From an optimization exercise on the open Yosys and OpenROAD flow, aimed at small area, a short achievable clock period and few clock cycles; shortcuts taken in it are not production practice. Only simulation tests tie the RTL to the original design; equivalence was not proved. No activity file was given, so power comes from the tool's default toggle rates.

Design scaled_column_blit_framebuffer_unit, start of the top module:
module scaled_column_blit_framebuffer_unit (
    input  logic        clk,
    input  logic        rst_n,
    input  logic        s_axis_tvalid,
    output logic        s_axis_tready,
    input  logic [55:0] s_axis_tdata,
    input  logic [1:0]  s_axis_tuser,
    output logic        m_axis_tvalid,
    input  logic        m_axis_tready,
    output logic [7:0]  m_axis_tdata
);
    localparam int COLS  = scb_pkg::COLS;
    localparam int PAGES = scb_pkg::PAGES;
    localparam int ROWS  = scb_pkg::ROWS;
    localparam int QD    = 5;                
    logic [1:0]  mode;
    logic [7:0]  column_bits;
    logic [7:0]  origin_x;
    logic [6:0]  origin_y;
    logic [9:0]  offset_x;
    logic [5:0]  offset_page;
    logic [1:0]  scale_log;
    logic        invert;
    logic [2:0]  read_page;
    logic [6:0]  read_column;
    assign mode        = s_axis_tuser;
    assign column_bits = s_axis_tdata[7:0];
    assign origin_x    = s_axis_tdata[15:8];
    assign origin_y    = s_axis_tdata[22:16];
    assign offset_x    = s_axis_tdata[32:23];
    assign offset_page = s_axis_tdata[38:33];
    assign scale_log   = s_axis_tdata[40:39];
    assign invert      = s_axis_tdata[41];
    assign read_page   = s_axis_tdata[44:42];
    assign read_column = s_axis_tdata[51:45];
    logic rdy_q;
    logic accept;
    assign accept = s_axis_tvalid && rdy_q;
    logic signed [11:0] v_in, u_in;
    logic signed [7:0]  pg0_in;
    assign v_in   = (mode == scb_pkg::MODE_READ)
                  ? 12'(read_column)
                  : 12'($signed(origin_x)) + 12'($unsigned(offset_x));
    assign u_in   = (mode == scb_pkg::MODE_READ)
                  ? 12'(read_column) + 12'sd1
                  : 12'($signed(origin_x)) + 12'($unsigned(offset_x))
  ...
Size in the first run: about 19000 cells after synthesis, roughly 4400 flip-flops, ~72 I/O pins, ~180000 sq um of cells after synthesis.
==> flow/config.mk <==
export PLATFORM = sky130hd
export DESIGN_NAME = scaled_column_blit_framebuffer_unit
export DESIGN_NICKNAME = scaled_column_blit_framebuffer_unit
export VERILOG_FILES = /design/flow/design.v
export SDC_FILE = /design/flow/constraint.sdc
export NUM_CORES = 4
export LEC_CHECK = 0
export ABC_CLOCK_PERIOD_IN_PS = 2500
export CAP_MARGIN = 20
export CORE_MARGIN = 2
export CORE_UTILIZATION = 44
export CTS_CLUSTER_DIAMETER = 150
export CTS_CLUSTER_SIZE = 18
export PLACE_DENSITY = 0.5
export SETUP_SLACK_MARGIN = 4.8
export SLEW_MARGIN = 20
export SYNTH_MEMORY_MAX_BITS = 8192
==> flow/constraint.sdc <==
create_clock -name core_clock -period 8.0 [get_ports {clk}]
set_input_delay 1.6000 -clock core_clock [delete_from_list [all_inputs] [get_ports {clk}]]
set_output_delay 1.6000 -clock core_clock [all_outputs]
set_load 0.01 [all_outputs]
run.sh (not shown) runs the stock make flow with config.mk's settings and CLKGATE_MAP_FILE= SYNTH_SCRIPT=/design/flow/synth_recipe.tcl, a recipe that flattens the netlist after the stock synthesis.
The baseline went through all stages and came out clean.
Testbench counts at the start, summed over its fixed seeds: cycles 3,232.
Rerun with:
--- a/flow/config.mk
+++ b/flow/config.mk
@@ -10,6 +10,6 @@
 export CORE_MARGIN = 2
-export CORE_UTILIZATION = 44
+export CORE_UTILIZATION = 40
 export CTS_CLUSTER_DIAMETER = 150
 export CTS_CLUSTER_SIZE = 18
-export PLACE_DENSITY = 0.5
+export PLACE_DENSITY = 0.45
 export SETUP_SLACK_MARGIN = 4.8
The changed run went through all stages and came out clean.
Count of clock-buffer cells in the layout is lower by 6.
Power hardly moves.
Design area is higher by 0.40%.
Global-route usage is lower by 1.3 points.
Wire length is higher by 4.8%.
Worst setup slack improves by 0.038 ns.
Rerun with:
--- a/flow/config.mk
+++ b/flow/config.mk
@@ -14,3 +14,3 @@
 export PLACE_DENSITY = 0.45
-export SETUP_SLACK_MARGIN = 4.8
+export SETUP_SLACK_MARGIN = 5.0
 export SLEW_MARGIN = 20
What happened: Area after synthesis is unchanged. Cell area increases by 0.67%. Total power goes up by 0.72%. Non-clock buffer count increases by 79. Worst hold slack stays flat. Utilization rises by 0.29 points.

-- re-timing with driven ports --
In the flow no input, the clock included, has a driving cell. The finished layouts below were timed again as built, in two steps.
Step 1, drivers: a clkbuf_16 drives clk and a buf_2 each remaining input, both assumed.
Step 2, shift: input delay + t, output delay - t, t = (earliest + latest rising clock arrival at the registers) / 2. This alone moves slack from input paths to output paths.
a / b / c = no drivers / after step 1 / after step 2; a / b = the first two.
run	shift t [ns]	setup slack, ns	clock arrival spread, ns	worst data-port slew with drivers (ns)	cell pins on the clock port's net
the first run	1.070	4.754 / 4.710 / 3.776	0.048 / 0.048	0.27	1
the second run	1.078	4.793 / 4.692 / 3.804	0.050 / 0.050	0.19	1
the third run	1.086	4.869 / 4.754 / 3.928	0.033 / 0.032	0.27	1
After both steps setup and hold are still met in every run listed. For the second run, which loses most, drivers alone change the setup slack by -0.101 ns; drivers and shift together by -0.989 ns.
